Context: an optimization exercise on an open-source flow, tuned for small area, a short achievable clock period and few clock cycles per item. The choices shown serve that exercise and are no tape-out recipe. Only simulation tests tie the RTL to the original design; equivalence was not proved. Power and IR drop assume default switching activity.

==> flow/design.v, too long to show whole: its modules and the start of the top module <==
// module fpu_bpp: 10 lines
// module fpu_fa: 10 lines
// module fpu_mult_pre: 54 lines
// module fpu_mult_sa: 1245 lines
// module fpu_mult_sb: 364 lines
// module fpu_mult_arb: 118 lines
module fpu_mult_arb
#(
   parameter int NUM_REQ = 4
)(
   input  logic                    clk,
   input  logic                    rst,
   input  logic [NUM_REQ-1:0]      req_valid,
   output logic [NUM_REQ-1:0]      req_ready,
   input  logic [NUM_REQ*FP_W-1:0] req_a,
   input  logic [NUM_REQ*FP_W-1:0] req_b,
   output logic [NUM_REQ-1:0]      rsp_valid,
   input  logic [NUM_REQ-1:0]      rsp_ready,
   output logic [FP_W-1:0]         rsp_data,
   output logic                    busy
);
  // ...
==> flow/flow/run.sh <==
#!/bin/bash
# Layout flow: the standard layout (standard.sh: the standard synthesis,
# floorplan, power grid, placement, CTS and routing, all unchanged) with two
# settings of how the layout is made:
#   - every input and output port still gets its own buffer, but a
#     sky130_fd_sc_hd__buf_1 instead of the delay cell buffer_ports picks;
set -euo pipefail
MARGIN=5.8
cd "$(dirname "$0")/.."
bash standard.sh "BUFFER_PORTS_ARGS=-buffer_cell sky130_fd_sc_hd__buf_1" \
   "SETUP_SLACK_MARGIN=$MARGIN" finish > standard.log 2>&1
==> flow/standard.sh <==
#!/bin/bash
# synth_recipe.tcl (not shown) runs the flow's synth.tcl, then flattens the netlist and writes it again
# the make line also repeats each setting of config.mk as NAME=value (left out here)
make -C /OpenROAD-flow-scripts/flow DESIGN_CONFIG=/design/flow/config.mk WORK_HOME=/design/flow/orfs CLKGATE_MAP_FILE= SYNTH_SCRIPT=/design/flow/synth_recipe.tcl "${@:-finish}"
==> flow/config.mk <==
export PLATFORM = sky130hd
export DESIGN_NAME = fpu_mult_arb
export DESIGN_NICKNAME = fpu_mult_arb
export VERILOG_FILES = /design/flow/design.v
export SDC_FILE = /design/flow/constraint.sdc
export NUM_CORES = 4
export LEC_CHECK = 0
export ABC_AREA = 1
export CAP_MARGIN = 0
export CORE_MARGIN = 2
export CORE_UTILIZATION = 60
export SLEW_MARGIN = 0
export SYNTH_HIERARCHICAL = 1
export SYNTH_MINIMUM_KEEP_SIZE = 0
export TNS_END_PERCENT = 0
==> flow/constraint.sdc <==
create_clock -name core_clock -period 9.0 [get_ports {clk}]
set_input_delay 1.8000 -clock core_clock [delete_from_list [all_inputs] [get_ports {clk}]]
set_output_delay 1.8000 -clock core_clock [all_outputs]
set_load 0.01 [all_outputs]
==> impl_metrics.tcl, run 1 <==
set metrics [dict create \
    cp_cell_sequence "buf_6 -> inv_1 -> nand3_1 -> nand2_1 -> fa_1 -> fa_1 -> fa_1 -> fa_1" \
    start_util 0.610 \
    tightest_slew_ns 1.25 \
    relSlewSlack 0.169 \
    cts_setup_buffers 0 \
    status "complete, no violations" \
    hold_viol_final 0 \
    io-pin-count 307 \
    pwr-share-comb 0.138 \
    cp-start-kind "flip-flop" \
    vias_per_cell 5.63 \
    place_area_sq_um 28100 \
    nNonClkInverters 421 \
    p_leak_nw 15.1 \
    met3WireLength_um 9390 \
    grt_pass1_vias 25900 \
    top_layer "met4" \
    synthAdderAreaFrac 0.235 \
    place_inst 4591 \
    drt-pass1-iter-count 6 \
    finalCriticalPeriod_ns 3.24 \
    die_w_um 216 \
    synth-seq-cells 311 \
    multi_input_area_share 0.584 \
    drive_above_1_share 0.0480 \
    cp_common_cell "fa_1" \
    endpoint "r2_cut[29]" \
    power_leader "registers" \
    r2r-end "r2_cut[29]" \
    rsz0062_at_grt "true" \
    multi_input_gates 2907 \
    antenna_found_initial 10 \
    grt_pass1_wl_um 135000 \
    seqCellArea_sq_um 7030 \
]
Testbench counts, summed over its fixed seeds: cycles 3,232, items 3,200.
==> run 2, diff against run 1 <==
--- a/flow/flow/run.sh
+++ b/flow/flow/run.sh
@@ -6,5 +6,5 @@
 #     sky130_fd_sc_hd__buf_1 instead of the delay cell buffer_ports picks;
 set -euo pipefail
-MARGIN=5.8
+MARGIN=5.7
 cd "$(dirname "$0")/.."
 bash standard.sh "BUFFER_PORTS_ARGS=-buffer_cell sky130_fd_sc_hd__buf_1" \
--- a/flow/config.mk
+++ b/flow/config.mk
@@ -6,5 +6,4 @@
 export NUM_CORES = 4
 export LEC_CHECK = 0
-export ABC_AREA = 1
 export CAP_MARGIN = 0
 export CORE_MARGIN = 2
==> run 2 against run 1 <==
- highest routed layer unchanged
- final cell count fell by 41%
- via count is 36% lower
- design area fell by 9.2%
- synthesized area down 9.7%
- critical endpoint is now r2_cut[62]
- clock-buffer cell count is 5 higher
- synthesized cell count shrank 48%
- register-to-register slack worse by 0.09 ns
- critical path type unchanged
- sequential power decreased by 5%
- non-clock buffer count fell by 14
- core utilization grew 0.55 points
- clock skew is 0.011 ns higher
==> impl_metrics.tcl, run 2 <==
set metrics [dict create \
    status "complete, no violations" \
    largest-register "r2_cut" \
    grt_max_degree 68 \
    vias_per_cell 6.15 \
    slowest_stage "dfxtp_2" \
    synth_top_cell_area_share 0.216 \
    worstPathRequired_ns 9.42 \
    numCtsBuffers 36 \
    yosysTopAreaCell "fa_1" \
    h-tree-depth 2 \
    synth-main-ff-cell "dfxtp_1" \
    worst-path-buf-inv 0 \
    ys_warn_count 7 \
    dp_slack_ns 5.35 \
    drt-initial-drc-count 1262 \
    cpPeakStageDelay_ns 0.91 \
    io-pin-count 307 \
    clock_skew_ns 0.0270 \
    synth_cell_types 64 \
    peakVddDrop_mv 0.133 \
    cp_cell_sequence "a22oi_2 -> xnor2_1 -> fa_1 -> fa_1 -> fa_1 -> fa_1" \
    period_share 0.370 \
    cp_common_cell "fa_1" \
    fin_cells 2752 \
    yosys-top-cells-area "fa_1, dfxtp_1, a22oi_2" \
    rows 73 \
    syn2layout_area_growth_pct 9.12 \
    cts.sinks 311 \
    drive_above_1_share 0.216 \
    core-area_sq_um 40000 \
    grt.overflow.total 0 \
    diodes 0 \
    grt_pass1_wl_um 104000 \
    port_buffers 306 \
    power.density_nw_per_um2 131 \
    ant_nets 0 \
    dpl.hpwl_um 44400 \
    finalCriticalPeriod_ns 3.33 \
    wire_per_inst_um 24.2 \
    crit_fanout 24 \
    arrival_ns 3.75 \
    die_w_um 206 \
    path_delay_family "adder cells" \
    fmax_ghz 0.301 \
    nNetsFinal 2816 \
    die_h_um 206 \
    maxCapViolCount 0 \
    postSynthAreaPerCell_sq_um 12.2 \
    drcViolationCount 0 \
    start_util 0.612 \
    hold_class "reg -> reg" \
    cts_max_path_buffers 3 \
    drt-total-wl_um 66700 \
    largest_reg_flops 108 \
    p_leak_nw 10.2 \
    cts_tree "yes" \
    ys_async_sr_fraction 0.0643 \
    synth_commonest_cells "xnor2_1, a22oi_2, fa_1" \
    hold_viol_final 0 \
    track_usage 0.324 \
    grt_pass1_vias 17900 \
    insertion_delay_ns 0.56 \
    fin_setup_tns_ns 0 \
    die_area_sq_um 42400 \
    place_inst 2686 \
    finalSetupViolCount 0 \
    setup_ws_ns 5.67 \
    ctsRootBufferMaster "clkbuf_16" \
    drt-pass1-iter-count 5 \
    netlist_area_sq_um 24500 \
    finalMaxSlewViolations 0 \
    final_cell_mix "xnor2_1, buf_1, fa_1, a22oi_2, dfxtp_1" \
    top_regs "r2_cut (108), r1_bs (36)" \
    syn-num-nets 2614 \
    vias 16900 \
    yosysSeqAreaShare 0.285 \
    tightest_slew_ns 1.13 \
    cp-start-kind "flip-flop" \
    critPathKind "reg -> reg" \
    ctsHoldBuffers 0 \
    synth-edff-count 64 \
    rsz0062_at_grt "true" \
    final_common_cell "xnor2_1" \
    clk_pin_slew_worst_paths_ns 0.06 \
    antenna_found_initial 0 \
    syn_inst 1998 \
    end_kind "flip-flop" \
    finalWeightedCongestion 0.905 \
    synth-seq-cells 311 \
    yosysMostFrequentCell "xnor2_1" \
    power_mw 3.50 \
    relSlewSlack 0.243 \
]
==> run 2: cell count changes after synthesis, moves of 54 or more <==
cell / delta
nand2_1: -1823
inv_1: -356
nand3_1: -338
xnor2_1: +307
a22oi_2: +264
a22oi_1: +125
nand4_1: -64
mux2_2: +54
==> run 2: area by class of cell <==
type	instances	area, sq um
clock inverter	15	208
inverter	65	249
clock buffer	50	1050
multi-input combinational	1439	16000
fill	3136	13300
timing repair buffer	347	1460
tap	525	657
sequential	311	7060
==> run 2: cell families (layout without fill, tap and decap cells) <==
| logic type | Yosys count | count (layout) | synth area share |
|---|---|---|---|
| buffers and inverters | 248 | 477 | 0.0613 |
| other | 2 | 2 | 0.000307 |
| AND/OR/NAND/NOR | 183 | 183 | 0.0371 |
| multiplexers | 65 | 65 | 0.0303 |
| adder cells (fa/ha/maj) | 350 | 350 | 0.260 |
| XOR/XNOR | 345 | 345 | 0.123 |
| AO/OA/AOI/OAI | 494 | 494 | 0.203 |
| flip-flops | 311 | 311 | 0.285 |
==> run 2: metal layers <==
metal | vias up | wire (um) | global-route usage | share of wire
li1 | 7404 | - | - | -
met1 | 8550 | 27800 | 0.424 | 0.42
met2 | 797 | 31200 | 0.528 | 0.47
met3 | 164 | 5990 | 0.0840 | 0.090
met4 | 0 | 1780 | 0.0997 | 0.027
met5 | - | 0 | 0 | 0
==> run 2: path summary, 6_finish.rpt <==
path | to | cells after the start | slack (ns) | from
setup / recovery | r2_cut[62] | 6 | 5.67 | r1_bs[32]
hold / removal | r3_s | 0 | 0.33 | r2_s
setup reg to reg | r2_cut[62] | 6 | 5.67 | r1_bs[32]
hold reg to reg | r3_s | 0 | 0.33 | r2_s
max in group asynchronous | r_ptr[2] | 2 | 7.13 | rst
min in group asynchronous | r_hown[3] | 2 | 1.35 | rst
==> run 2: repair_timing <==
action | 4_1_cts | 5_1_grt
endpoints found under the setup margin | 49 | 48
pin swaps | 1 | 0
buffers inserted | 1 | 0
gates resized for setup | 16 | 10
==> run 2: stage by stage <==
stage               area (sq um)   util  hold slack (ns)
floorplan                  24500      -            0.310
global placement           25400  0.634            0.312
detailed placement         25400  0.634            0.319
CTS                        26700  0.667            0.325
global route               26700  0.667            0.345
finish                     26700  0.667            0.325
==> run 2: power breakdown <==
part | internal [mW] | switching [mW] | leakage [nW]
registers | 1.56 | 0.0403 | 2.84
clock network | 0.935 | 0.606 | 0.607
logic | 0.171 | 0.187 | 6.72
total | 2.67 | 0.833 | 10.2
==> run 2: per-module statistics from Yosys (local to each module, per instance) <==
module,copies in the design,cell area [sq um]
fpu_mult_arb,1,9760
fpu_bpp,264,21.3
fpu_mult_sb,1,1600
fpu_mult_pre,1,576
fpu_mult_sa,1,1670
fpu_fa,262,20.0
==> run 3, diff against run 2 <==
--- a/flow/flow/run.sh
+++ b/flow/flow/run.sh
@@ -6,5 +6,5 @@
 #     sky130_fd_sc_hd__buf_1 instead of the delay cell buffer_ports picks;
 set -euo pipefail
-MARGIN=5.7
+MARGIN=5.8
 cd "$(dirname "$0")/.."
 bash standard.sh "BUFFER_PORTS_ARGS=-buffer_cell sky130_fd_sc_hd__buf_1" \
--- a/flow/config.mk
+++ b/flow/config.mk
@@ -6,9 +6,10 @@
 export NUM_CORES = 4
 export LEC_CHECK = 0
-export CAP_MARGIN = 0
+export CAP_MARGIN = 20
 export CORE_MARGIN = 2
 export CORE_UTILIZATION = 60
-export SLEW_MARGIN = 0
+export CTS_BUF_LIST = sky130_fd_sc_hd__clkbuf_4 sky130_fd_sc_hd__clkbuf_8
+export CTS_CLUSTER_SIZE = 30
+export SLEW_MARGIN = 20
 export SYNTH_HIERARCHICAL = 1
 export SYNTH_MINIMUM_KEEP_SIZE = 0
-export TNS_END_PERCENT = 0
==> run 3 against run 2 <==
- clock skew grew 0.0058 ns
- via count grew 3.5%
- total power shrank 1.2%
- non-clock buffer count shrank 3
- final cell count grew 1.4%
- largest cell class unchanged
==> impl_metrics.tcl, run 3 <==
set metrics [dict create \
    r2r_slack_ns 5.80 \
    netlist_area_sq_um 24500 \
    port_buffers 306 \
    design_area_sq_um 27300 \
    drt-total-wl_um 74400 \
    cts_max_path_buffers 3 \
    cp_common_cell "fa_1" \
    wire_per_inst_um 26.7 \
    relSlewSlack 0.469 \
    clock_skew_ns 0.0329 \
    grt_pass1_vias 18200 \
    cpPeakStageDelay_ns 0.70 \
    synth_cell_types 64 \
    n_fill_cell 2978 \
    syn2layout_area_growth_pct 11.7 \
    rsz0062_at_grt "true" \
    rr_worst_depth 6 \
    finalSetupViolCount 0 \
    cts_tree "yes" \
    drt-initial-drc-count 1521 \
    ctsHoldBuffers 0 \
    path_delay_family "adder cells" \
    seqCellArea_sq_um 7170 \
    h-tree-depth 2 \
    place_area_sq_um 25200 \
    clk_pin_slew_worst_paths_ns 0.06 \
    worstPathRequired_ns 9.50 \
    r2r-end "r2_cut[41]" \
    drcViolationCount 0 \
    yosysTopAreaCell "fa_1" \
    p_leak_nw 10.4 \
    ys_async_sr_fraction 0.0643 \
    yosysSeqAreaShare 0.285 \
    cp-start-kind "flip-flop" \
    tightest_slew_ns 0.797 \
    synth-seq-cells 311 \
    top_regs "r2_cut (108), r1_bs (36)" \
    min_to "r3_e[1]" \
    drt-pass1-iter-count 5 \
    die_h_um 206 \
    yosys-top-cells-area "fa_1, dfxtp_1, a22oi_2" \
    drive_above_1_share 0.245 \
    cts.sinks 311 \
    ctsRootBufferMaster "clkbuf_8" \
    numCtsBuffers 55 \
    vias 17500 \
    hp-start "r2_e[1]" \
    hold_class "reg -> reg" \
    die_w_um 206 \
    grt_max_degree 69 \
    core-area_sq_um 40000 \
    dpl.hpwl_um 45800 \
    r2r-start "r1_ma[6]" \
    io-pin-count 307 \
    hold_depth 0 \
    fmax_ghz 0.312 \
    ys_warn_count 7 \
    grt_pass1_wl_um 106000 \
    yosysMostFrequentCell "xnor2_1" \
    cp_cell_sequence "a22oi_2 -> xnor2_1 -> fa_1 -> fa_1 -> fa_1 -> fa_1" \
    insertion_delay_ns 0.66 \
    power.density_nw_per_um2 127 \
    final_cell_mix "xnor2_1, buf_1, a22oi_2, fa_1, dfxtp_1" \
    rows 73 \
    largest-register "r2_cut" \
    antenna_found_initial 2 \
    worst-path-buf-inv 0 \
    syn_inst 1998 \
    status "complete, no violations" \
    synth_commonest_cells "xnor2_1, a22oi_2, fa_1" \
    finalWeightedCongestion 0.990 \
    arrival_ns 3.70 \
    syn-num-nets 2614 \
    synth-main-ff-cell "dfxtp_1" \
    postSynthAreaPerCell_sq_um 12.2 \
    slowest_stage "dfxtp_4" \
    synth-edff-count 64 \
    multi_input_area_sq_um 16000 \
    hold_viol_final 0 \
    largest_reg_flops 108 \
    fin_setup_tns_ns 0 \
    end_kind "flip-flop" \
    nNetsFinal 2832 \
    finalCriticalPeriod_ns 3.20 \
    crit_fanout 25 \
    finalMaxSlewViolations 0 \
    critPathKind "reg -> reg" \
    maxCapViolCount 0 \
    synth_top_cell_area_share 0.216 \
    ant_nets 0 \
    period_share 0.356 \
    track_usage 0.336 \
    grt.overflow.total 0 \
    final_common_cell "xnor2_1" \
    start_util 0.612 \
    vias_per_cell 6.27 \
    peakVddDrop_mv 0.115 \
    die_area_sq_um 42400 \
]
==> run 3: cell counts after synthesis <==
Identical to the previous run, type by type.
==> run 3: layout make-up <==
cell class / instances / share of cell area
Antenna cell: 4 / 0.000366
Clock buffer: 83 / 0.0393
Clock inverter: 19 / 0.00811
Inverter: 65 / 0.00934
Multi-Input combinational cell: 1439 / 0.587
Sequential cell: 311 / 0.262
Tap cell: 525 / 0.0240
Timing Repair Buffer: 344 / 0.0696
==> run 3: kinds of logic (layout without fill, tap and decap cells) <==
kind of cell    count (synthesis)  count (layout)  synth area share
xor+xnor                      345             345             0.123
other cells                     2               6          0.000307
compound gates                494             494             0.203
flops                         311             311             0.285
mux                            65              65            0.0303
fa+ha+maj                     350             350             0.260
simple gates                  183             183            0.0371
buf+inv                       248             511            0.0613
==> run 3: through the flow <==
stage	power (mW)	utilization	instances	setup slack [ns]	hold WS [ns]
2_1_floorplan	1.86	-	1998	5.77	0.310
3_3_place_gp	1.97	0.631	2661	5.50	0.312
3_5_place_dp	1.99	0.631	2661	5.44	0.319
4_1_cts	3.49	0.667	2763	5.79	0.329
5_1_grt	3.60	0.683	2786	5.74	0.338
6_report	3.46	0.683	2790	5.80	0.328
==> run 3: power by group <==
part,internal (mW),switching (mW)
logic,0.169,0.173
registers,1.56,0.0549
clock network,0.884,0.621
total,2.61,0.849
==> run 3: routing by layer <==
metal / vias up / GRT usage / part of all wire
li1: 7474 / - / -
met1: 8753 / 0.431 / 0.39
met2: 1051 / 0.545 / 0.46
met3: 220 / 0.0896 / 0.10
met4: 4 / 0.129 / 0.042
met5: - / 0.00833 / 0.00081
==> run 3: how the worst max path moves through the flow <==
stage                            start         end  slack, ns  cells after the start
after global routing        r2_cut[55]   r3_hi[20]       5.74                     10
after CTS                    r1_bs[19]  r2_cut[85]       5.79                      6
final                         r1_ma[6]  r2_cut[41]       5.80                      6
after floorplan           rsp_ready[0]    r_ptr[1]       5.77                      8
after detailed placement  rsp_ready[0]    r_ptr[2]       5.44                      9
after global placement    rsp_ready[0]    r_ptr[2]       5.50                      9
==> run 3: modules after synthesis (local to each module, per instance) <==
| module | copies in the design | cells | flops+latches | cell area [sq um] |
|---|---|---|---|---|
| fpu_mult_sb | 1 | 198 | 0 | 1600 |
| fpu_mult_sa | 1 | 231 | 0 | 1670 |
| fpu_mult_arb | 1 | 698 | 311 | 9760 |
| fpu_fa | 262 | 1 | 0 | 20.0 |
| fpu_mult_pre | 1 | 81 | 0 | 576 |
| fpu_bpp | 264 | 2 | 0 | 21.3 |
==> run 3: repair_timing <==
action                                  CTS  global route
setup buffers                             0            23
pin swaps                                 2             4
endpoints found under the setup margin   61            28
gates cloned                              0             0
resized for setup                        51             9
endpoints found under the hold margin     0             0
==> module fpu_mult_arb, before the edit <==
module fpu_mult_arb
#(
   parameter int NUM_REQ = 4
)(
   input  logic                    clk,
   input  logic                    rst,
   input  logic [NUM_REQ-1:0]      req_valid,
   output logic [NUM_REQ-1:0]      req_ready,
   input  logic [NUM_REQ*FP_W-1:0] req_a,
   input  logic [NUM_REQ*FP_W-1:0] req_b,
   output logic [NUM_REQ-1:0]      rsp_valid,
   input  logic [NUM_REQ-1:0]      rsp_ready,
   output logic [FP_W-1:0]         rsp_data,
   output logic                    busy
);
   localparam int NC = MULT_CUT_W;
   logic [3:0]  r_ptr;       
   logic        r_v1;        
   logic        r_v2;        
   logic [3:0]  r_rdy;       
   logic [3:0]  r_hown;      
   logic        r_kv;        
   logic [3:0]  r_kown;      
   logic        r_busy;
   logic [22:0] r1_ma;
   logic [MULT_B_W-1:0] r1_bs;    
   logic [7:0]  r1_ea, r1_eb;
   logic        r1_s;
   logic [NC-1:0] r2_cut;
   logic [7:0]  r2_e;
   logic        r2_s;
   logic [24:0] r3_hi;           
   logic [7:0]  r3_e;            
   logic        r3_s;
   logic [31:0] r_hdata;         
   logic [31:0] r_kdata;         
   wire [3:0] w_own1 = {r_ptr[0], r_ptr[3:1]};
   wire [3:0] w_own2 = {r_ptr[1:0], r_ptr[3:2]};
   logic [31:0] w_a, w_b;
   always_comb begin
      w_a = '0;
      w_b = '0;
      for (int i = 0; i < 4; i++) begin
         w_a = w_a | (req_a[i*32 +: 32] & {32{r_ptr[i]}});
         w_b = w_b | (req_b[i*32 +: 32] & {32{r_ptr[i]}});
      end
   end
   logic [MULT_B_W-1:0] w_bs;
   fpu_mult_pre u_pre (.mb(w_b[22:0]), .bs(w_bs));
   logic [NC-1:0] w_cut;
   fpu_mult_sa u_sa (.ma(r1_ma), .bs(r1_bs), .cut(w_cut));
   logic [24:0] w_hi;
   fpu_mult_sb u_sb (.cut(r2_cut), .hi(w_hi));
   wire [7:0]  w_e1  = r3_e + 8'd1;
   wire [31:0] w_res = r3_hi[24] ? {r3_s, w_e1, r3_hi[23:1]} : {r3_s, r3_e, r3_hi[22:0]};
   wire w_taken = |(r_hown & rsp_ready);
   wire w_hfree = ~(|r_hown) | w_taken;
   wire w_acc   = |r_rdy;
   wire w_kv_n  = w_hfree ? (r_kv & w_acc) : (r_kv | w_acc);
   wire w_drop  = r_v2 & w_kv_n;       
   always_ff @(posedge clk or posedge rst) begin
      if (rst) begin
         r_ptr  <= 4'b0001;
         r_v1   <= 1'b0;
         r_v2   <= 1'b0;
         r_rdy  <= '0;
         r_hown <= '0;
         r_kv   <= 1'b0;
         r_kown <= '0;
         r_busy <= 1'b0;
      end else begin
         if (w_hfree) begin
            if (r_kv) begin
               r_hown <= r_kown;
               r_kown <= r_rdy;
            end else begin
               r_hown <= r_rdy;
            end
         end else if (w_acc) begin
            r_kown <= r_rdy;
         end
         r_kv   <= w_kv_n;
         r_busy <= ~w_hfree | r_kv | w_acc;
         if (w_drop) begin
            r_v1  <= 1'b0;
            r_v2  <= 1'b0;
            r_rdy <= '0;
            r_ptr <= w_own2;
         end else begin
            r_v1  <= |(req_valid & r_ptr);
            r_v2  <= r_v1;
            r_rdy <= {4{r_v2}} & w_own2;
            r_ptr <= {r_ptr[2:0], r_ptr[3]};
         end
      end
   end
   always_ff @(posedge clk) begin
      r1_ma  <= w_a[22:0];
      r1_bs  <= w_bs;
      r1_ea  <= w_a[30:23];
      r1_eb  <= w_b[30:23];
      r1_s   <= w_a[31] ^ w_b[31];
      r2_cut <= w_cut;
      r2_e   <= r1_ea + r1_eb + 8'd129;    
      r2_s   <= r1_s;
      r3_hi  <= w_hi;
      r3_e   <= r2_e;
      r3_s   <= r2_s;
      if (w_hfree)
         r_hdata <= r_kv ? r_kdata : w_res;
      if (~(r_kv & ~w_hfree))
         r_kdata <= w_res;
   end
   assign req_ready = r_rdy;
   assign rsp_valid = r_hown;
   assign rsp_data  = r_hdata;
   assign busy      = r_busy;
endmodule
==> run 4, diff against run 3 <==
--- a/flow/design.v
+++ b/flow/design.v
@@ -1717,7 +1717,7 @@
    logic        r_v2;        
    logic [3:0]  r_rdy;       
+   logic        r_park;      
+   logic [3:0]  r_pown;      
    logic [3:0]  r_hown;      
-   logic        r_kv;        
-   logic [3:0]  r_kown;      
    logic        r_busy;
    logic [22:0] r1_ma;
@@ -1732,5 +1732,4 @@
    logic        r3_s;
    logic [31:0] r_hdata;         
-   logic [31:0] r_kdata;         
    wire [3:0] w_own1 = {r_ptr[0], r_ptr[3:1]};
    wire [3:0] w_own2 = {r_ptr[1:0], r_ptr[3:2]};
@@ -1752,9 +1751,10 @@
    wire [7:0]  w_e1  = r3_e + 8'd1;
    wire [31:0] w_res = r3_hi[24] ? {r3_s, w_e1, r3_hi[23:1]} : {r3_s, r3_e, r3_hi[22:0]};
-   wire w_taken = |(r_hown & rsp_ready);
-   wire w_hfree = ~(|r_hown) | w_taken;
-   wire w_acc   = |r_rdy;
-   wire w_kv_n  = w_hfree ? (r_kv & w_acc) : (r_kv | w_acc);
-   wire w_drop  = r_v2 & w_kv_n;       
+   wire       w_taken = |(r_hown & rsp_ready);
+   wire       w_hfree = ~(|r_hown) | w_taken;
+   wire       w_s3    = (|r_rdy) | r_park;           
+   wire [3:0] w_s3own = r_park ? r_pown : r_rdy;
+   wire       w_hold  = w_s3 & ~w_hfree;             
+   wire       w_drop  = r_v2 & w_hold;
    always_ff @(posedge clk or posedge rst) begin
       if (rst) begin
@@ -1763,21 +1763,15 @@
          r_v2   <= 1'b0;
          r_rdy  <= '0;
+         r_park <= 1'b0;
+         r_pown <= '0;
          r_hown <= '0;
-         r_kv   <= 1'b0;
-         r_kown <= '0;
          r_busy <= 1'b0;
       end else begin
-         if (w_hfree) begin
-            if (r_kv) begin
-               r_hown <= r_kown;
-               r_kown <= r_rdy;
-            end else begin
-               r_hown <= r_rdy;
-            end
-         end else if (w_acc) begin
-            r_kown <= r_rdy;
-         end
-         r_kv   <= w_kv_n;
-         r_busy <= ~w_hfree | r_kv | w_acc;
+         if (w_hfree)
+            r_hown <= w_s3 ? w_s3own : 4'b0;
+         r_park <= w_hold;
+         if (w_hold)
+            r_pown <= w_s3own;
+         r_busy <= w_s3 | ~w_hfree;
          if (w_drop) begin
             r_v1  <= 1'b0;
@@ -1788,5 +1782,5 @@
             r_v1  <= |(req_valid & r_ptr);
             r_v2  <= r_v1;
-            r_rdy <= {4{r_v2}} & w_own2;
+            r_rdy <= w_hold ? 4'b0 : ({4{r_v2}} & w_own2);
             r_ptr <= {r_ptr[2:0], r_ptr[3]};
          end
@@ -1802,11 +1796,11 @@
       r2_e   <= r1_ea + r1_eb + 8'd129;    
       r2_s   <= r1_s;
-      r3_hi  <= w_hi;
-      r3_e   <= r2_e;
-      r3_s   <= r2_s;
+      if (~w_hold) begin
+         r3_hi <= w_hi;
+         r3_e  <= r2_e;
+         r3_s  <= r2_s;
+      end
       if (w_hfree)
-         r_hdata <= r_kv ? r_kdata : w_res;
-      if (~(r_kv & ~w_hfree))
-         r_kdata <= w_res;
+         r_hdata <= w_res;
    end
    assign req_ready = r_rdy;
--- a/flow/flow/run.sh
+++ b/flow/flow/run.sh
@@ -6,5 +6,5 @@
 #     sky130_fd_sc_hd__buf_1 instead of the delay cell buffer_ports picks;
 set -euo pipefail
-MARGIN=5.8
+MARGIN=5.9
 cd "$(dirname "$0")/.."
 bash standard.sh "BUFFER_PORTS_ARGS=-buffer_cell sky130_fd_sc_hd__buf_1" \
==> flow/config.mk (replaced) <==
export PLATFORM = sky130hd
export DESIGN_NAME = fpu_mult_arb
export DESIGN_NICKNAME = fpu_mult_arb
export VERILOG_FILES = /design/flow/design.v
export SDC_FILE = /design/flow/constraint.sdc
export NUM_CORES = 4
export LEC_CHECK = 0
export CAP_MARGIN = 0
export CORE_MARGIN = 2
export CORE_UTILIZATION = 60
export SLEW_MARGIN = 0
export SYNTH_HIERARCHICAL = 1
export SYNTH_MINIMUM_KEEP_SIZE = 0
export TNS_END_PERCENT = 0
==> run 4 against run 3 <==
- largest cell class unchanged
- routed wire length decreased by 7.8%
- worst setup slack worse by 0.054 ns
- largest power group unchanged
- die area decreased by 4.0%
- critical endpoint is now r2_cut[29]
- global-route usage shrank 0.085 points
- critical path type unchanged
==> impl_metrics.tcl, run 4 <==
set metrics [dict create \
    antenna_found_initial 0 \
    ctsRootBufferMaster "clkbuf_16" \
    top_regs "r2_cut (108), r1_bs (36), r_hdata (32)" \
    period_share 0.362 \
    final_core_util 0.660 \
    syn2layout_area_growth_pct 8.69 \
    dpl.hpwl_um 45400 \
    track_usage 0.335 \
    synth_top_cell_area_share 0.225 \
    timing.hold.ws_ns 0.340 \
    ys_async_sr_fraction 0.0717 \
    die_h_um 202 \
    endpoint "r2_cut[29]" \
    postSynthAreaPerCell_sq_um 12.2 \
    core-area_sq_um 38600 \
    grt_pass1_wl_um 104000 \
    fmax_ghz 0.307 \
    rows 72 \
    dp_slack_ns 5.13 \
    r2r-end "r2_cut[29]" \
    maxCapViolCount 0 \
    end_kind "flip-flop" \
    status "complete, no violations" \
    syn-num-nets 2544 \
    crit_fanout 25 \
    die_w_um 202 \
    r2r_slack_ns 5.74 \
    nNetsFinal 2720 \
    ys_warn_count 7 \
    drive_above_1_share 0.212 \
    yosys-top-cells-area "fa_1, dfxtp_1, a22oi_2" \
    synth_commonest_cells "xnor2_1, a22oi_2, fa_1" \
    critPathKind "reg -> reg" \
    drt-initial-drc-count 1393 \
    cts_tree "yes" \
    tightest_slew_ns 0.760 \
    synth-seq-cells 279 \
    cp-start-kind "flip-flop" \
    port_buffers 306 \
    finalSetupViolCount 0 \
    drt-pass1-iter-count 5 \
    rsz0062_at_grt "true" \
    synth_cell_types 66 \
    finalMaxSlewViolations 0 \
    drcViolationCount 0 \
    start_util 0.608 \
    clk_pin_slew_worst_paths_ns 0.06 \
    grt_pass1_vias 17700 \
    synth-edff-count 66 \
    die_area_sq_um 40700 \
    h-tree-depth 1 \
    p_leak_nw 9.51 \
    n_fill_cell 3006 \
    numCtsBuffers 30 \
    final_common_cell "xnor2_1" \
    setup_ws_ns 5.74 \
    crit_start "r1_ma[15]" \
    wire_per_inst_um 25.9 \
    relSlewSlack 0.493 \
    io-pin-count 307 \
    largest_reg_flops 108 \
    finalCriticalPeriod_ns 3.26 \
    ctsHoldBuffers 0 \
    yosysSeqAreaShare 0.270 \
    vias 16700 \
    yosysTopAreaCell "fa_1" \
    netlist_area_sq_um 23500 \
    yosysMostFrequentCell "xnor2_1" \
    grt_max_degree 69 \
    clock_skew_ns 0.0507 \
    power.density_nw_per_um2 122 \
    top_layer "met4" \
    synth-main-ff-cell "dfxtp_1" \
    largest-register "r2_cut" \
    hold_class "reg -> reg" \
    ant_nets 0 \
    cts_max_path_buffers 3 \
    grt.overflow.total 0 \
    finalWeightedCongestion 0.950 \
    vias_per_cell 6.32 \
    drt-total-wl_um 68600 \
    arrival_ns 3.70 \
    worstPathRequired_ns 9.44 \
    fin_setup_tns_ns 0 \
    peakVddDrop_mv 0.148 \
    cts.sinks 279 \
    met3WireLength_um 6620 \
    final_cell_mix "xnor2_1, buf_1, a22oi_2, fa_1, dfxtp_1" \
    hold_viol_final 0 \
    wl_met1_um 28400 \
    syn_inst 1928 \
    rr_worst_depth 6 \
    insertion_delay_ns 0.61 \
    r2r-start "r1_ma[15]" \
    dr_wl_met2_um 30800 \
]
-- run 4: cell types whose count changed in the layout (fill, tap and decap cells not counted), sizes merged, moves of 6 or more --
cell / change
buf: -18
clkbuf: -34
clkinv: -8
dfxtp: -34
mux2: -29
o21ai: -6
-- run 4: per-module statistics from Yosys (local to each module, per instance) --
| module | flops+latches | cell area [sq um] |
|---|---|---|
| fpu_mult_arb | 279 | 8770 |
| fpu_mult_sa | 0 | 1670 |
| fpu_bpp | 0 | 21.3 |
| fpu_fa | 0 | 20.0 |
| fpu_mult_sb | 0 | 1600 |
| fpu_mult_pre | 0 | 576 |
-- run 4: worst max-delay path, stage by stage (launching register included) --
cell     delay (ns)
dfxtp_4        0.70
a22oi_2        0.17
xnor2_1        0.32
fa_1           0.47
fa_1           0.42
fa_1           0.54
fa_1           0.41
-- run 4: layer usage --
| metal | vias to the layer above | track usage |
|---|---|---|
| met1 | 8469 | 0.474 |
| met5 | - | 0 |
| met2 | 989 | 0.520 |
| li1 | 7108 | - |
| met4 | 0 | 0.127 |
| met3 | 155 | 0.0574 |
-- run 4: layout make-up --
cell class / instances / area [sq um] / area share
Multi-Input combinational cell: 1405 / 15700 / 0.616
Sequential cell: 279 / 6560 / 0.257
Timing Repair Buffer: 325 / 1400 / 0.0547
Clock buffer: 50 / 886 / 0.0347
Tap cell: 518 / 648 / 0.0254
Inverter: 63 / 236 / 0.00927
Clock inverter: 5 / 77.6 / 0.00304
Antenna cell: 2 / 5.00 / 0.000196
-- run 4: report_power, final --
group          switching [mW]  internal [mW]  total [mW]
combinational           0.262          0.169       0.431
clock                   0.512          0.697        1.21
sequential             0.0500           1.43        1.48
total                   0.824           2.30        3.12
-- run 4: kinds of logic after synthesis --
group           share of synthesized area
compound gates                      0.209
xor+xnor                            0.129
fa+ha+maj                           0.271
buf+inv                            0.0635
flops                               0.270
mux                                0.0172
other cells                      0.000320
simple gates                       0.0400
-- run 4: how the worst min path moves through the flow --
stage,startpoint,endpoint,slack [ns],cells after the start
final,r1_s,r2_s,0.34,0
after global routing,r1_s,r2_s,0.35,0
after CTS,r1_s,r2_s,0.34,0
after detailed placement,r1_s,r2_s,0.33,0
after global placement,r1_s,r2_s,0.31,0
after floorplan,r1_s,r2_s,0.31,0
-- run 4: what timing repair did --
action                     in CTS  in global routing
gates resized for setup        56                 13
pin swaps                       1                 10
setup buffers                   0                  9
setup endpoints to repair     117                 68
-- run 4: metrics by stage --
stage | cells | instance area, sq um | power, mW
2_1_floorplan | 1928 | 23600 | 1.79
3_3_place_gp | 2581 | 24200 | 1.95
3_5_place_dp | 2581 | 24200 | 1.96
4_1_cts | 2636 | 25300 | 3.15
5_1_grt | 2645 | 25500 | 3.25
6_report | 2647 | 25500 | 3.12
Testbench counts of run 4, summed over its fixed seeds: cycles 3,232, items 3,200.
==> run 5, diff against run 4 <==
--- a/flow/flow/run.sh
+++ b/flow/flow/run.sh
@@ -6,5 +6,5 @@
 #     sky130_fd_sc_hd__buf_1 instead of the delay cell buffer_ports picks;
 set -euo pipefail
-MARGIN=5.9
+MARGIN=5.8
 cd "$(dirname "$0")/.."
 bash standard.sh "BUFFER_PORTS_ARGS=-buffer_cell sky130_fd_sc_hd__buf_1" \
==> run 5 against run 4 <==
- sequential share of layout area stayed put
- sequential power about the same
- first-iteration DRC count unchanged
- synthesized cell count is the same
- combinational power is essentially flat
- worst hold slack is the same
- critical path type unchanged
- clock power barely moved
- worst setup slack is the same
- flip-flop and latch count stayed put
- total power did not move
- register-to-register slack about the same
==> impl_metrics.tcl, run 5 <==
set metrics [dict create \
    status "complete, no violations" \
    drive_above_1_share 0.212 \
    clkPwrFrac 0.387 \
    hold_class "reg -> reg" \
    final_cell_mix "xnor2_1, buf_1, a22oi_2, fa_1, dfxtp_1" \
    crit_start "r1_ma[15]" \
    cts_max_path_buffers 3 \
    rsz0062_at_grt "true" \
    numCtsBuffers 30 \
    yosysTopAreaCell "fa_1" \
    cp-start-kind "flip-flop" \
    cts_tree "yes" \
    peakVddDrop_mv 0.148 \
    arrival_ns 3.70 \
    vias 16700 \
    clk_pin_slew_worst_paths_ns 0.06 \
    ctsRootBufferMaster "clkbuf_16" \
    hp-start "r1_s" \
    relSlewSlack 0.493 \
    drt-total-wl_um 68600 \
    vias_per_cell 6.32 \
    ys_warn_count 7 \
    synth_top_cell_area_share 0.225 \
    port_buffers 306 \
    swShare 0.264 \
    p_seq_frac 0.475 \
    yosys-top-cells-area "fa_1, dfxtp_1, a22oi_2" \
    synth_cell_types 66 \
    pwr-share-comb 0.138 \
    finalMaxSlewViolations 0 \
    synth-edff-count 66 \
    end_kind "flip-flop" \
    cts.sinks 279 \
    synth-seq-cells 279 \
    fin_setup_tns_ns 0 \
    io-pin-count 307 \
    place_area_sq_um 24200 \
    track_usage 0.335 \
    yosysSeqAreaShare 0.270 \
    ant_nets 0 \
    core-area_sq_um 38600 \
    start_util 0.608 \
    synth_commonest_cells "xnor2_1, a22oi_2, fa_1" \
    wire_per_inst_um 25.9 \
    syn_inst 1928 \
    die_h_um 202 \
    nNetsFinal 2720 \
    p_int_mw 2.30 \
    largest-register "r2_cut" \
    final_common_cell "xnor2_1" \
    ctsHoldBuffers 0 \
    crit_fanout 25 \
    grt_pass1_wl_um 104000 \
    design_area_sq_um 25500 \
    finalCriticalPeriod_ns 3.26 \
    die_area_sq_um 40700 \
    critPathKind "reg -> reg" \
    die_w_um 202 \
    period_share 0.362 \
    drt-pass1-iter-count 5 \
    p_leak_nw 9.51 \
    drcViolationCount 0 \
    clock_skew_ns 0.0507 \
    dpl.hpwl_um 45400 \
    yosysMostFrequentCell "xnor2_1" \
    power.density_nw_per_um2 122 \
    antenna_found_initial 0 \
    tightest_slew_ns 0.760 \
    rows 72 \
    syn2layout_area_growth_pct 8.69 \
    power_mw 3.12 \
    hold_viol_final 0 \
    n_fill_cell 3006 \
    maxCapViolCount 0 \
    h-tree-depth 1 \
    ys_async_sr_fraction 0.0717 \
    worstPathRequired_ns 9.44 \
    grt.overflow.total 0 \
    timing.hold.ws_ns 0.340 \
    postSynthAreaPerCell_sq_um 12.2 \
    netlist_area_sq_um 23500 \
    synth-main-ff-cell "dfxtp_1" \
    r2r-start "r1_ma[15]" \
    finalSetupViolCount 0 \
    drt-initial-drc-count 1393 \
    finalWeightedCongestion 0.950 \
    top_regs "r2_cut (108), r1_bs (36), r_hdata (32)" \
    grt_pass1_vias 17700 \
    insertion_delay_ns 0.61 \
    grt_max_degree 69 \
    largest_reg_flops 108 \
    fmax_ghz 0.307 \
    syn-num-nets 2544 \
    power_switching_uw 824 \
]
-- run 5: cell counts after synthesis --
No cell type changed its count.
-- run 5: power groups by stage --
| stage | clock [mW] | combinational [mW] | sequential (mW) |
|---|---|---|---|
| floorplan | 0 | 0.228 | 1.56 |
| global placement | 0 | 0.422 | 1.52 |
| detailed placement | 0 | 0.431 | 1.52 |
| CTS | 1.23 | 0.433 | 1.48 |
| global route | 1.28 | 0.472 | 1.50 |
| finish | 1.21 | 0.431 | 1.48 |
-- run 5: per-module statistics from Yosys (local to each module, per instance) --
module / flip-flops and latches / times used / cells inside
fpu_mult_pre: 0 / 1 / 81
fpu_bpp: 0 / 264 / 2
fpu_fa: 0 / 262 / 1
fpu_mult_sa: 0 / 1 / 231
fpu_mult_sb: 0 / 1 / 198
fpu_mult_arb: 279 / 1 / 628
-- run 5: path summary, 6_finish.rpt --
check / end / slack (ns) / depth (start not counted)
max: r2_cut[29] / 5.74 / 6
min: r2_s / 0.34 / 0
max reg2reg: r2_cut[29] / 5.74 / 6
min reg2reg: r2_s / 0.34 / 0
max in group asynchronous: r_ptr[2] / 7.18 / 2
min in group asynchronous: r_hown[2] / 1.29 / 2
-- run 5: stage by stage --
step | setup slack [ns] | util | std cells
floorplan | 5.79 | - | 1928
global placement | 5.18 | 0.626 | 2581
detailed placement | 5.13 | 0.626 | 2581
CTS | 5.72 | 0.654 | 2636
global route | 5.68 | 0.660 | 2645
finish | 5.74 | 0.660 | 2647
-- run 5: per-layer routing --
metal,track usage,vias to the layer above,wire (um)
li1,-,7108,-
met1,0.474,8469,28400
met2,0.520,989,30800
met3,0.0574,155,6620
met4,0.127,0,2710
met5,0,-,0
-- run 5: cell families (layout without fill, tap and decap cells) --
logic type | count (synthesis) | count (layout) | synth area share
other | 2 | 4 | 0.000320
flip-flops | 279 | 279 | 0.270
adder cells (fa/ha/maj) | 350 | 350 | 0.271
AO/OA/AOI/OAI | 488 | 488 | 0.209
multiplexers | 35 | 35 | 0.0172
AND/OR/NAND/NOR | 185 | 185 | 0.0400
buffers and inverters | 244 | 443 | 0.0635
XOR/XNOR | 345 | 345 | 0.129
-- run 5: final cells by class --
type / instances / area (sq um) / area share
Multi-Input combinational cell: 1405 / 15700 / 0.616
Sequential cell: 279 / 6560 / 0.257
Timing Repair Buffer: 325 / 1400 / 0.0547
Clock buffer: 50 / 886 / 0.0347
Tap cell: 518 / 648 / 0.0254
Inverter: 63 / 236 / 0.00927
Clock inverter: 5 / 77.6 / 0.00304
Antenna cell: 2 / 5.00 / 0.000196
-- run 5: what timing repair did --
action | CTS | global route
endpoints found under the setup margin | 99 | 53
endpoints found under the hold margin | 0 | 0
resized for setup | 56 | 13
pin swaps | 1 | 10
setup buffers | 0 | 9
-- run 5: critical path: stages (launching register included) --
cell,delay [ns]
dfxtp_4,0.70
a22oi_2,0.17
xnor2_1,0.32
fa_1,0.47
fa_1,0.42
fa_1,0.54
fa_1,0.41
==> run 6, diff against run 5 <==
--- a/flow/design.v
+++ b/flow/design.v
@@ -1723,5 +1723,5 @@
    logic [22:0] r1_ma;
    logic [MULT_B_W-1:0] r1_bs;    
-   logic [7:0]  r1_ea, r1_eb;
+   logic [7:0]  r1_e;
    logic        r1_s;
    logic [NC-1:0] r2_cut;
@@ -1790,9 +1790,8 @@
       r1_ma  <= w_a[22:0];
       r1_bs  <= w_bs;
-      r1_ea  <= w_a[30:23];
-      r1_eb  <= w_b[30:23];
+      r1_e   <= w_a[30:23] + w_b[30:23] + 8'd129;    
       r1_s   <= w_a[31] ^ w_b[31];
       r2_cut <= w_cut;
-      r2_e   <= r1_ea + r1_eb + 8'd129;    
+      r2_e   <= r1_e;
       r2_s   <= r1_s;
       if (~w_hold) begin
==> run 6 against run 5 <==
- still clean
- register-to-register slack better by 0.02 ns
- sequential share of layout area shrank 0.59 points
- largest power group unchanged
- worst hold slack worse by 0.017 ns
- highest routed layer unchanged
- flip-flop and latch count decreased by 8
- routed wire length down 1.8%
- critical path type unchanged
- total power down 0.16%
- first-iteration DRC count rose by 1.9%
- critical endpoint is now r2_cut[47]
- clock skew is 0.034 ns lower
- clock power rose by 3%
- critical path depth unchanged
==> impl_metrics.tcl, run 6 <==
set metrics [dict create \
    status "complete, no violations" \
    arrival_ns 3.71 \
    yosysSeqAreaShare 0.266 \
    critPathKind "reg -> reg" \
    synth-seq-cells 271 \
    synth_top_cell_area_share 0.227 \
    ys_async_sr_fraction 0.0738 \
    port_buffers 306 \
    rows 72 \
    grt_max_degree 69 \
    track_usage 0.335 \
    largest-register "r2_cut" \
    finalMaxSlewViolations 0 \
    finalWeightedCongestion 0.960 \
    io-pin-count 307 \
    relSlewSlack 0.220 \
    cpPeakStageDelay_ns 0.76 \
    end_kind "flip-flop" \
    yosysMostFrequentCell "xnor2_1" \
    power.density_nw_per_um2 123 \
    timing.hold.ws_ns 0.323 \
    crit_fanout 25 \
    dr_wl_met2_um 31800 \
    tightest_slew_ns 1.17 \
    h-tree-depth 1 \
    synth-main-ff-cell "dfxtp_1" \
    synth_commonest_cells "xnor2_1, a22oi_2, fa_1" \
    path_depth 6 \
    top_regs "r2_cut (108), r1_bs (36), r_hdata (32)" \
    peakVddDrop_mv 0.128 \
    drt-total-wl_um 67400 \
    met3WireLength_um 6250 \
    hold_viol_final 0 \
    rr_worst_depth 6 \
    ctsHoldBuffers 0 \
    syn_inst 1914 \
    place_area_sq_um 24100 \
    syn2layout_area_growth_pct 8.60 \
    path_delay_family "adder cells" \
    final_core_util 0.657 \
    cts_max_path_buffers 3 \
    n_fill_cell 3074 \
    postSynthAreaPerCell_sq_um 12.2 \
    r2r-start "r1_ma[19]" \
    period_share 0.360 \
    grt_pass1_vias 17600 \
    yosys-top-cells-area "fa_1, dfxtp_1, a22oi_2" \
    fin_setup_tns_ns 0 \
    drcViolationCount 0 \
    r2r-end "r2_cut[47]" \
    top_layer "met4" \
    core-area_sq_um 38500 \
    clk_pin_slew_worst_paths_ns 0.07 \
    ant_nets 0 \
    numCtsBuffers 29 \
    worstPathRequired_ns 9.46 \
    vias_per_cell 6.24 \
    hold_class "reg -> reg" \
    syn-num-nets 2530 \
    drive_above_1_share 0.213 \
    endpoint "r2_cut[47]" \
    die_area_sq_um 40400 \
    crit_start "r1_ma[19]" \
    cts_tree "yes" \
    cp_common_cell "fa_1" \
    cp_cell_sequence "a22oi_2 -> xnor2_1 -> fa_1 -> fa_1 -> fa_1 -> fa_1" \
    p_leak_nw 9.47 \
    slowest_stage "dfxtp_4" \
    drt-initial-drc-count 1420 \
    worst-path-buf-inv 0 \
    dpl.hpwl_um 45000 \
    wire_per_inst_um 25.5 \
    ys_warn_count 7 \
    drt-pass1-iter-count 5 \
    clock_skew_ns 0.0163 \
    fmax_ghz 0.309 \
    yosysTopAreaCell "fa_1" \
    synth-edff-count 66 \
    power_mw 3.12 \
    wl_met1_um 26800 \
    final_cell_mix "xnor2_1, buf_1, a22oi_2, fa_1, dfxtp_1" \
    cts.sinks 271 \
    ctsRootBufferMaster "clkbuf_16" \
    nNetsFinal 2711 \
    hp-start "r1_e[4]" \
    finalSetupViolCount 0 \
    netlist_area_sq_um 23300 \
    final_common_cell "xnor2_1" \
    die_w_um 201 \
    start_util 0.605 \
    vias 16500 \
    design_area_sq_um 25300 \
    grt_pass1_wl_um 103000 \
    maxCapViolCount 0 \
    synth_cell_types 61 \
    cp-start-kind "flip-flop" \
    grt.overflow.total 0 \
    antenna_found_initial 7 \
    finalCriticalPeriod_ns 3.24 \
    insertion_delay_ns 0.59 \
    die_h_um 201 \
    r2r_slack_ns 5.76 \
    largest_reg_flops 108 \
    rsz0062_at_grt "true" \
]
-- run 6: changes by cell type after synthesis, sizes merged, moves of 4 or more --
| cell | before | now |
|---|---|---|
| dfxtp | 193 | 185 |
| buf | 158 | 162 |
| a221oi | 2 | 6 |
| a22o | 2 | 6 |
| nand2 | 93 | 88 |
| clkbuf | 23 | 19 |
| a22oi | 393 | 385 |
-- run 6: power by group --
part | internal [mW] | switching, mW
Combinational | 0.167 | 0.238
Clock | 0.743 | 0.509
Sequential | 1.40 | 0.0598
-- run 6: final cells by class --
| type | instances | area, sq um | share of cell area |
|---|---|---|---|
| Inverter | 65 | 244 | 0.00965 |
| Clock inverter | 11 | 149 | 0.00589 |
| Timing Repair Buffer | 331 | 1340 | 0.0529 |
| Multi-Input combinational cell | 1397 | 15700 | 0.620 |
| Sequential cell | 271 | 6350 | 0.251 |
| Tap cell | 518 | 648 | 0.0256 |
| Antenna cell | 7 | 17.5 | 0.000693 |
| Clock buffer | 43 | 852 | 0.0337 |
-- run 6: per-stage QoR --
stage	cells	setup WS (ns)
2_1_floorplan	1914	5.57
3_3_place_gp	2581	4.99
3_5_place_dp	2581	4.90
4_1_cts	2635	5.51
5_1_grt	2643	5.69
6_report	2643	5.76
-- run 6: worst min path at each step --
stage | to | slack [ns] | cells past startpoint
2_1_floorplan | r2_e[0] | 0.31 | 0
3_3_place_gp | r2_e[3] | 0.31 | 0
3_5_place_dp | r2_s | 0.31 | 0
4_1_cts | r2_e[4] | 0.33 | 0
5_1_grt | r2_e[3] | 0.33 | 0
6_report | r2_e[4] | 0.32 | 0
-- run 6: layer usage --
metal	track usage	vias up
li1	-	7075
met1	0.433	8367
met2	0.550	900
met3	0.0716	148
met4	0.134	0
met5	0	-
-- run 6: worst reg2reg max path: stages, from the launching register on --
cell     delay (ns)
dfxtp_4        0.76
a22oi_2        0.18
xnor2_1        0.25
fa_1           0.51
fa_1           0.53
fa_1           0.46
fa_1           0.43
-- run 6: kinds of logic (layout without fill, tap and decap cells) --
| kind of cell | after synthesis | count (layout) | share of synthesized area |
|---|---|---|---|
| simple gates | 175 | 175 | 0.0369 |
| mux | 36 | 36 | 0.0183 |
| compound gates | 488 | 488 | 0.211 |
| fa+ha+maj | 350 | 350 | 0.273 |
| other cells | 2 | 9 | 0.000323 |
| flops | 271 | 271 | 0.266 |
| buf+inv | 246 | 450 | 0.0640 |
| xor+xnor | 346 | 346 | 0.130 |
-- run 6: per-module statistics from Yosys, one instance, submodules excluded --
module,cells,flip-flops and latches
fpu_fa,1,0
fpu_mult_sa,231,0
fpu_mult_pre,81,0
fpu_mult_arb,614,271
fpu_bpp,2,0
fpu_mult_sb,198,0
-- run 6: what timing repair did --
| item | in CTS | in global routing |
|---|---|---|
| setup buffers | 0 | 1 |
| resized for setup | 6 | 46 |
| endpoints found under the setup margin | 112 | 85 |
| pin swaps | 0 | 4 |
Testbench counts of run 6, summed over its fixed seeds: cycles 3,232, items 3,200.
==> run 7, diff against run 6 <==
--- a/flow/config.mk
+++ b/flow/config.mk
@@ -9,4 +9,6 @@
 export CORE_MARGIN = 2
 export CORE_UTILIZATION = 60
+export CTS_BUF_LIST = sky130_fd_sc_hd__clkbuf_4
+export CTS_CLUSTER_SIZE = 20
 export SLEW_MARGIN = 0
 export SYNTH_HIERARCHICAL = 1
==> run 7 against run 6 <==
- first-iteration DRC count shrank 5.4%
- sequential share of layout area is essentially flat
- non-clock buffer count is the same
- largest power group unchanged
- sequential power is essentially flat
- clock power shrank 8%
- worst hold slack lost 0.022 ns
- critical path depth is the same
- highest routed layer unchanged
- critical path type unchanged
==> impl_metrics.tcl, run 7 <==
set metrics [dict create \
    crit_fanout 24 \
    fmax_ghz 0.302 \
    cts.sinks 271 \
    syn_inst 1914 \
    synth_commonest_cells "xnor2_1, a22oi_2, fa_1" \
    critPathKind "reg -> reg" \
    ant_nets 0 \
    yosysMostFrequentCell "xnor2_1" \
    numCtsBuffers 75 \
    fin_cells 2726 \
    drive_above_1_share 0.236 \
    die_area_sq_um 40400 \
    postSynthAreaPerCell_sq_um 12.2 \
    grt_pass1_vias 18000 \
    cp-start-kind "flip-flop" \
    h-tree-depth 3 \
    met3WireLength_um 6840 \
    grt_pass1_wl_um 104000 \
    drt-total-wl_um 68000 \
    grt.overflow.total 0 \
    finalMaxSlewViolations 0 \
    synth-seq-cells 271 \
    hold_class "reg -> reg" \
    top_layer "met4" \
    peakVddDrop_mv 0.0814 \
    hold_viol_final 0 \
    drcViolationCount 0 \
    insertion_delay_ns 0.80 \
    ys_warn_count 7 \
    largest_reg_flops 108 \
    relSlewSlack 0.214 \
    syn2layout_area_growth_pct 8.41 \
    fin_setup_tns_ns 0 \
    finalCriticalPeriod_ns 3.31 \
    yosys-top-cells-area "fa_1, dfxtp_1, a22oi_2" \
    io-pin-count 307 \
    cp_common_cell "fa_1" \
    power_mw 3.02 \
    start_util 0.605 \
    multi_input_area_sq_um 15700 \
    clock_skew_ns 0.0754 \
    synth_cell_types 61 \
    clk_pin_slew_worst_paths_ns 0.07 \
    slowest_stage "dfxtp_2" \
    grt_max_degree 69 \
    nNetsFinal 2757 \
    synth_top_cell_area_share 0.227 \
    timing.hold.ws_ns 0.301 \
    status "complete, no violations" \
    top_regs "r2_cut (108), r1_bs (36), r_hdata (32)" \
    tightest_slew_ns 1.18 \
    rows 72 \
    final_cell_mix "xnor2_1, buf_1, a22oi_2, fa_1, dfxtp_1" \
    wl_met1_um 26600 \
    wire_per_inst_um 25.0 \
    finalSetupViolCount 0 \
    drt-initial-drc-count 1344 \
    dpl.hpwl_um 45000 \
    maxCapViolCount 0 \
    place_inst 2581 \
    end_kind "flip-flop" \
    die_h_um 201 \
    cpPeakStageDelay_ns 0.91 \
    drt-pass1-iter-count 5 \
    dr_wl_met2_um 31900 \
    p_leak_nw 9.55 \
    seqCellArea_sq_um 6340 \
    path_delay_family "adder cells" \
    worstPathRequired_ns 9.61 \
    syn-num-nets 2530 \
    yosysSeqAreaShare 0.266 \
    rsz0062_at_grt "true" \
    synth-edff-count 66 \
    ys_async_sr_fraction 0.0738 \
    yosysTopAreaCell "fa_1" \
    die_w_um 201 \
    n_fill_cell 3152 \
    arrival_ns 3.92 \
    cp_cell_sequence "a22oi_2 -> xnor2_1 -> fa_1 -> fa_1 -> fa_1 -> fa_1" \
    period_share 0.368 \
    vias 16800 \
    largest-register "r2_cut" \
    core-area_sq_um 38500 \
    worst-path-buf-inv 0 \
    cts_tree "yes" \
    antenna_found_initial 7 \
    finalWeightedCongestion 0.960 \
    ctsHoldBuffers 0 \
    netlist_area_sq_um 23300 \
    synth-main-ff-cell "dfxtp_1" \
    track_usage 0.340 \
    ctsRootBufferMaster "clkbuf_4" \
    power.density_nw_per_um2 120 \
    cts_max_path_buffers 3 \
    port_buffers 306 \
    final_common_cell "xnor2_1" \
    vias_per_cell 6.15 \
]
run 7: worst paths after layout:
kind                            from          to  slack, ns  cells past startpoint
hold reg to reg              r1_e[2]     r2_e[2]       0.30                      0
setup reg to reg           r1_bs[32]  r2_cut[81]       5.69                      6
max in group asynchronous        rst    r_ptr[1]       7.33                      2
hold / removal               r1_e[2]     r2_e[2]       0.30                      0
setup / recovery           r1_bs[32]  r2_cut[81]       5.69                      6
min in group asynchronous        rst   r_hown[0]       1.14                      2
run 7: metrics by stage:
stage	util	worst slack (ns)	area (sq um)
2_1_floorplan	-	5.57	23300
3_3_place_gp	0.626	4.99	24100
3_5_place_dp	0.626	4.90	24100
4_1_cts	0.655	5.72	25200
5_1_grt	0.656	5.59	25200
6_report	0.656	5.69	25200
run 7: per-module statistics from Yosys, one instance, submodules excluded:
module        flops+latches  area, sq um
fpu_mult_arb            271         8570
fpu_mult_pre              0          576
fpu_mult_sb               0         1600
fpu_mult_sa               0         1670
fpu_bpp                   0         21.3
fpu_fa                    0         20.0
run 7: cell type report:
cell class                 count  area share
multi-input combinational   1397       0.620
sequential                   271       0.251
timing repair buffer         331      0.0530
clock buffer                 108      0.0321
tap                          518      0.0257
inverter                      65     0.00967
clock inverter                28     0.00699
antenna                        8    0.000793
run 7: report_power, final:
part	switching, mW	leakage [nW]	internal, mW
clock network	0.540	0.583	0.613
registers	0.0605	2.48	1.40
logic	0.238	6.48	0.167
run 7: repair_timing:
| item | in CTS | in global routing |
|---|---|---|
| resized for setup | 43 | 1 |
| setup endpoints to repair | 84 | 69 |
| pin swaps | 2 | 0 |
| buffers inserted | 1 | 0 |
run 7: cell families (layout without fill, tap and decap cells):
logic type / after synthesis / count (layout) / synth area share
and+or+nand+nor: 175 / 175 / 0.0369
AOI/OAI and AO/OA: 488 / 488 / 0.211
xor gates and xnor gates: 346 / 346 / 0.130
DFF: 271 / 271 / 0.266
buffers and inverters: 246 / 532 / 0.0640
muxes: 36 / 36 / 0.0183
adders and majority gates: 350 / 350 / 0.273
other: 2 / 10 / 0.000323
run 7: worst register-to-register path, stage by stage (launching register included):
cell,delay (ns)
dfxtp_2,0.91
a22oi_2,0.14
xnor2_1,0.25
fa_1,0.49
fa_1,0.41
fa_1,0.52
fa_1,0.44
run 7: metal layers:
metal  vias to the layer above  GRT usage
met3                       188     0.0867
li1                       7232          -
met4                         0      0.156
met5                         -          0
met1                      8400      0.430
met2                       948      0.552
==> run 8, diff against run 7 <==
==> flow/flow/run.sh (replaced) <==
#!/bin/bash
set -euo pipefail
MARGIN=5.8
cd "$(dirname "$0")/.."
bash standard.sh "BUFFER_PORTS_ARGS=-buffer_cell sky130_fd_sc_hd__buf_1" \
   "SETUP_SLACK_MARGIN=$MARGIN" finish > standard.log 2>&1
--- a/flow/config.mk
+++ b/flow/config.mk
@@ -9,6 +9,4 @@
 export CORE_MARGIN = 2
 export CORE_UTILIZATION = 60
-export CTS_BUF_LIST = sky130_fd_sc_hd__clkbuf_4
-export CTS_CLUSTER_SIZE = 20
 export SLEW_MARGIN = 0
 export SYNTH_HIERARCHICAL = 1
==> run 8 against run 7 <==
- clock-buffer cell count is 65 lower
- sequential share of layout area hardly changed
- design area grew 0.18%
- still clean
- routed wire length is 0.97% lower
==> impl_metrics.tcl, run 8 <==
set metrics [dict create \
    grt_pass1_wl_um 103000 \
    fin_setup_tns_ns 0 \
    power.density_nw_per_um2 123 \
    yosysTopAreaCell "fa_1" \
    rows 72 \
    r2r-end "r2_cut[47]" \
    tightest_slew_ns 1.17 \
    cts_tree "yes" \
    fmax_ghz 0.309 \
    vias_per_cell 6.24 \
    hold_depth 0 \
    place_area_sq_um 24100 \
    cts.sinks 271 \
    drive_above_1_share 0.213 \
    ant_nets 0 \
    cp_cell_sequence "a22oi_2 -> xnor2_1 -> fa_1 -> fa_1 -> fa_1 -> fa_1" \
    r2r_slack_ns 5.76 \
    largest_reg_flops 108 \
    grt_max_degree 69 \
    dpl.hpwl_um 45000 \
    grt.busiest_layer "met2" \
    cpPeakStageDelay_ns 0.76 \
    yosys.area_share.simple 0.0369 \
    netlist_area_sq_um 23300 \
    finalMaxSlewViolations 0 \
    top_regs "r2_cut (108), r1_bs (36), r_hdata (32)" \
    synth_top_cell_area_share 0.227 \
    die_area_sq_um 40400 \
    syn_inst 1914 \
    finalWeightedCongestion 0.960 \
    grt.overflow.total 0 \
    die_w_um 201 \
    ctsRootBufferMaster "clkbuf_16" \
    finalCriticalPeriod_ns 3.24 \
    relSlewSlack 0.220 \
    min_to "r2_e[4]" \
    arrival_ns 3.71 \
    antenna_found_initial 7 \
    die_h_um 201 \
    syn2layout_area_growth_pct 8.60 \
    yosysSeqAreaShare 0.266 \
    hp-start "r1_e[4]" \
    synthAdderAreaFrac 0.273 \
    ys_async_sr_fraction 0.0738 \
    drt-pass1-iter-count 5 \
    synth-xor-area-share 0.130 \
    io-pin-count 307 \
    finalSetupViolCount 0 \
    cts_max_path_buffers 3 \
    synth-edff-count 66 \
    grt.met1_usage 0.433 \
    numCtsBuffers 29 \
    hold_class "reg -> reg" \
    nNetsFinal 2711 \
    track_usage 0.335 \
    largest-register "r2_cut" \
    core-area_sq_um 38500 \
    yosys-top-cells-area "fa_1, dfxtp_1, a22oi_2" \
    status "complete, no violations" \
    cp-start-kind "flip-flop" \
    ctsHoldBuffers 0 \
    drcViolationCount 0 \
    syn-num-nets 2530 \
    p_leak_nw 9.47 \
    rr_worst_depth 6 \
    slowest_stage "dfxtp_4" \
    worstPathRequired_ns 9.46 \
    synth-compound-area-share 0.211 \
    power_mw 3.12 \
    rsz0062_at_grt "true" \
    final_common_cell "xnor2_1" \
    synth_top_family_by_area "adder cells" \
    clock_skew_ns 0.0163 \
    cp_common_cell "fa_1" \
    design_area_sq_um 25300 \
    crit_fanout 25 \
    drt-initial-drc-count 1420 \
    start_util 0.605 \
    synth-main-ff-cell "dfxtp_1" \
    met3_usage 0.0716 \
    vias 16500 \
    synth-seq-cells 271 \
    drt-total-wl_um 67400 \
    peakVddDrop_mv 0.128 \
    period_share 0.360 \
    clk_pin_slew_worst_paths_ns 0.07 \
    r2r-start "r1_ma[19]" \
    h-tree-depth 1 \
    wire_per_inst_um 25.5 \
    hold_viol_final 0 \
    critPathKind "reg -> reg" \
    port_buffers 306 \
    met2_usage 0.550 \
    maxCapViolCount 0 \
    end_kind "flip-flop" \
    final_cell_mix "xnor2_1, buf_1, a22oi_2, fa_1, dfxtp_1" \
    synth_commonest_cells "xnor2_1, a22oi_2, fa_1" \
    yosysMostFrequentCell "xnor2_1" \
    synth_cell_types 61 \
    grt_pass1_vias 17600 \
    synth_mux_area_frac 0.0183 \
    ys_warn_count 7 \
    postSynthAreaPerCell_sq_um 12.2 \
    insertion_delay_ns 0.59 \
]
## run 8: changes by cell type in the layout (fill, tap and decap cells not counted), sizes merged
cell and change:
bufinv +1, diode -1, inv -1, clkbuf -65, clkinv -15, clkinvlp -2
## run 8: cell families (layout without fill, tap and decap cells)
logic type | Yosys count | in the layout
flip-flops | 271 | 271
XOR/XNOR | 346 | 346
adder cells (fa/ha/maj) | 350 | 350
other | 2 | 9
buffers and inverters | 246 | 450
multiplexers | 36 | 36
AO/OA/AOI/OAI | 488 | 488
AND/OR/NAND/NOR | 175 | 175
## run 8: per-module statistics from Yosys, one instance, submodules excluded
module | cells | area, sq um | copies in the design
fpu_bpp | 2 | 21.3 | 264
fpu_fa | 1 | 20.0 | 262
fpu_mult_arb | 614 | 8570 | 1
fpu_mult_pre | 81 | 576 | 1
fpu_mult_sa | 231 | 1670 | 1
fpu_mult_sb | 198 | 1600 | 1
## run 8: metrics by stage
| step | setup slack [ns] | std cells | hold slack, ns | util |
|---|---|---|---|---|
| floorplan | 5.57 | 1914 | 0.310 | - |
| global placement | 4.99 | 2581 | 0.311 | 0.626 |
| detailed placement | 4.90 | 2581 | 0.313 | 0.626 |
| CTS | 5.51 | 2635 | 0.327 | 0.653 |
| global route | 5.69 | 2643 | 0.331 | 0.657 |
| finish | 5.76 | 2643 | 0.323 | 0.657 |
## run 8: worst max path at each step
stage          cells after the start    startpoint          to  slack (ns)
6_report                           6     r1_ma[19]  r2_cut[47]        5.76
5_1_grt                           10    r2_cut[55]   r3_hi[20]        5.69
4_1_cts                            6     r1_ma[21]  r2_cut[47]        5.51
3_5_place_dp                       7  rsp_ready[1]   r_pown[2]        4.90
3_3_place_gp                       7  rsp_ready[0]   r_pown[0]        4.99
2_1_floorplan                     12     req_a[23]     r1_e[7]        5.57
## run 8: where the power goes
| group | internal, mW | total [mW] | switching [mW] |
|---|---|---|---|
| sequential | 1.40 | 1.46 | 0.0598 |
| clock | 0.743 | 1.25 | 0.509 |
| combinational | 0.167 | 0.405 | 0.238 |
| total | 2.31 | 3.12 | 0.807 |
## run 8: timing repair
item	CTS	global route
setup buffers	0	1
pin swaps	0	4
endpoints found under the setup margin	112	85
resized for setup	6	46
## run 8: metal layers
layer,vias up,part of all wire
met5,-,0
met4,0,0.038
met3,148,0.093
met2,900,0.47
met1,8367,0.40
li1,7075,-
## run 8: cell type report
class                           count  area [sq um]
Antenna cell                        7          17.5
Clock buffer                       43           852
Clock inverter                     11           149
Fill cell                        3074         13200
Inverter                           65           244
Multi-Input combinational cell   1397         15700
Sequential cell                   271          6350
Tap cell                          518           648
Timing Repair Buffer              331          1340
## run 8: worst max-delay path: cells and delay by family, from the launching register on
family                   cells  cell delay (ns)
AO/OA/AOI/OAI                1             0.18
XOR/XNOR                     1             0.25
adder cells (fa/ha/maj)      4             1.93
flip-flops                   1             0.76

## static timing again, ports no longer ideal
No port has a modelled driver above. Below, the same layouts with a new extraction and two added sets of constraints.
Step 1: set_driving_cell puts a clkbuf_16 on clk and a buf_2 on each other input, an assumption about the parent block.
Step 2 moves the port delays by t, midway between the first and last clock arrival at a register: inputs arrive t later, outputs are due t later. That takes back most of the time a late clock gives input paths.
a / b / c = ideal ports / drivers / drivers and shift; a / b = the first two.
| run | shift t [ns] | slack for setup (ns) | worst hold slack (ns) | clock arrival spread, ns |
|---|---|---|---|---|
| run 1 | 0.627 | 5.761 / 5.761 / 5.531 | 0.328 / 0.328 / 0.328 | 0.016 / 0.016 |
| run 2 | 0.605 | 5.674 / 5.674 / 5.351 | 0.325 / 0.325 / 0.325 | 0.028 / 0.028 |
| run 3 | 0.700 | 5.796 / 5.796 / 5.407 | 0.328 / 0.328 / 0.328 | 0.033 / 0.033 |
| run 4 | 0.643 | 5.742 / 5.742 / 5.416 | 0.340 / 0.340 / 0.340 | 0.051 / 0.052 |
| run 5 | 0.643 | 5.742 / 5.742 / 5.416 | 0.340 / 0.340 / 0.340 | 0.051 / 0.052 |
| run 6 | 0.639 | 5.759 / 5.759 / 5.237 | 0.323 / 0.323 / 0.323 | 0.017 / 0.017 |
| run 7 | 0.818 | 5.692 / 5.692 / 5.254 | 0.301 / 0.301 / 0.301 | 0.081 / 0.081 |
| run 8 | 0.639 | 5.759 / 5.759 / 5.237 | 0.323 / 0.323 / 0.323 | 0.017 / 0.017 |
After both steps every run listed still meets setup and hold.
